Background: an optimization exercise with open tools, aiming at small area and a short achievable clock period. Do not read the settings as production practice.
In this exercise RTL edits were held to simulation tests only and were not proved equivalent to the original.
Power is estimated from default activity; no workload was simulated.

the previous run:
## tia_core
module tia_core (
    input wire logic clock,
    input wire logic rst,
    input wire logic execute,
    output logic halted,
    output logic channels_quiescent,
    input wire logic wb_cyc,
    input wire logic wb_stb,
    input wire logic wb_we,
    input wire logic [4:0] wb_adr,
    input wire logic [31:0] wb_dat_w,
    output logic [31:0] wb_dat_r,
    output logic wb_ack,
    input wire logic [1:0] in_valid,
    output logic [1:0] in_ready,
    input wire logic [3:0] in_tag,
    input wire logic [31:0] in_data,
    output logic [1:0] out_valid,
    input wire logic [1:0] out_ready,
    output logic [3:0] out_tag,
    output logic [31:0] out_data
);
Size: roughly 3,300 cells after synthesis, ~160 I/O pins.
export LEC_CHECK = 0
export ABC_CLOCK_PERIOD_IN_PS = 3000
export CAP_MARGIN = 20
export CORE_MARGIN = 2
export CORE_UTILIZATION = 40
export CTS_BUF_LIST = sky130_fd_sc_hd__clkbuf_16
export CTS_CLUSTER_DIAMETER = 100
export CTS_CLUSTER_SIZE = 24
export PLACE_DENSITY = 0.65
export SETUP_SLACK_MARGIN = 3.0
export SLEW_MARGIN = 20
create_clock -name core_clock -period 6.0 [get_ports {clock}]
standard.sh (not shown) runs the stock make flow with config.mk's settings and CLKGATE_MAP_FILE= SYNTH_SCRIPT=/design/flow/synth_recipe.tcl, a recipe that flattens the netlist after the stock synthesis.
==> flow/flow/run.sh <==
#!/bin/bash
# The standard layout with two changes to how it is made: Yosys's adder extraction to
# full/half-adder cells is off so that ABC maps the adders itself, and the port buffers
# that the standard flow puts on every input and output are buf_1 cells. Output of the
# whole run goes to standard.log.
set -euo pipefail
bash standard.sh ADDER_MAP_FILE= "BUFFER_PORTS_ARGS=-buffer_cell sky130_fd_sc_hd__buf_1" finish > standard.log 2>&1
The previous run has completed all stages; timing, DRC and antenna checks passed.
Input changes introduced in the current run (baseline for comparison: the previous run):
- PLACE_DENSITY changed from 0.65 to 0.7
==> comparison <==
- The current run ends up with a proportion of power drawn by the clock network that is 0.4 points higher than in the previous run.
- Between the current run and the previous run, it is the current run whose fraction of area in registers is lower, by 0.64 points.
- Diff the previous run -> the current run: critical path depth in cells saw an increase; fmax saw a decrease.
- The current run vs the previous run: clock buffer count from CTS up
- On source-to-sink clock delay at the later pin of the worst-skew pair, the higher figure sits with the current run, not the previous run.
- Between the previous run and the current run, the placed instance count figures differ only marginally.

========
v38:
tia_core again, from the RTL that the note above started with.
Settings: LEC_CHECK=0, ABC_CLOCK_PERIOD_IN_PS=3000, CAP_MARGIN=20, CORE_MARGIN=2, CORE_UTILIZATION=40, CTS_BUF_LIST=sky130_fd_sc_hd__clkbuf_16, CTS_CLUSTER_DIAMETER=100, CTS_CLUSTER_SIZE=24, SETUP_SLACK_MARGIN=2.5, SLEW_MARGIN=20; clock period 6.0 ns.
==> flow/flow/run.sh <==
#!/bin/bash
# The standard layout, with Yosys's adder extraction to full/half-adder cells turned off so
# that ABC maps the adders itself. Output of the whole run goes to standard.log.
set -euo pipefail
bash standard.sh ADDER_MAP_FILE= finish > standard.log 2>&1
Input changes introduced in v16 (baseline for comparison: v38):
# v38
export LEC_CHECK = 0
export ABC_CLOCK_PERIOD_IN_PS = 3000
export CAP_MARGIN = 20
export CORE_MARGIN = 2
export CORE_UTILIZATION = 40
export CTS_BUF_LIST = sky130_fd_sc_hd__clkbuf_16
export CTS_CLUSTER_DIAMETER = 100
export CTS_CLUSTER_SIZE = 24
export SETUP_SLACK_MARGIN = 2.5
export SLEW_MARGIN = 20
create_clock -name core_clock -period 6.0 [get_ports {clock}]
# v16
export LEC_CHECK = 0
export ABC_CLOCK_PERIOD_IN_PS = 3000
export CAP_MARGIN = 20
export CORE_MARGIN = 2
export CORE_UTILIZATION = 40
export CTS_BUF_LIST = sky130_fd_sc_hd__clkbuf_16
export CTS_CLUSTER_DIAMETER = 100
export CTS_CLUSTER_SIZE = 24
export SETUP_SLACK_MARGIN = 3.0
export SLEW_MARGIN = 20
create_clock -name core_clock -period 6.0 [get_ports {clock}]
[summary]
Between v38 and v16, number of nets in the finished design increased.
Of v16 and v38, v16 shows the higher synthesis-to-finish area growth, with v38 below it.
Status: sequential power parity (v16, v38)

## port drivers added, routing unchanged
The flow's constraints put no driver on any port. The routed layouts listed below were extracted and timed again, unchanged, in two steps.
Step 1: set_driving_cell puts a clkbuf_16 on clock and a buf_2 on each other input, an assumption about the parent block.
Step 2 moves the port delays by t, midway between the first and last clock arrival at a register: inputs arrive t later, outputs are due t later. That takes back most of the time a late clock gives input paths.
Three values: no drivers, after step 1, after step 2; two values: the first two.
| run | t, ns | slack for setup (ns) | worst register clock-pin slew, ns |
|---|---|---|---|
| the previous run | 0.734 | 2.801 / 2.801 / 2.287 | 0.11 / 0.11 |
| the current run | 0.763 | 2.724 / 2.724 / 2.096 | 0.11 / 0.11 |
| v38 | 0.767 | 2.457 / 2.486 / 1.737 | 0.11 / 0.11 |
| v16 | 0.764 | 2.756 / 2.756 / 2.214 | 0.11 / 0.11 |
After both steps setup and hold are still met in every run listed. For v38, which loses most, drivers alone change the setup slack by +0.029 ns; drivers and shift together by -0.720 ns.
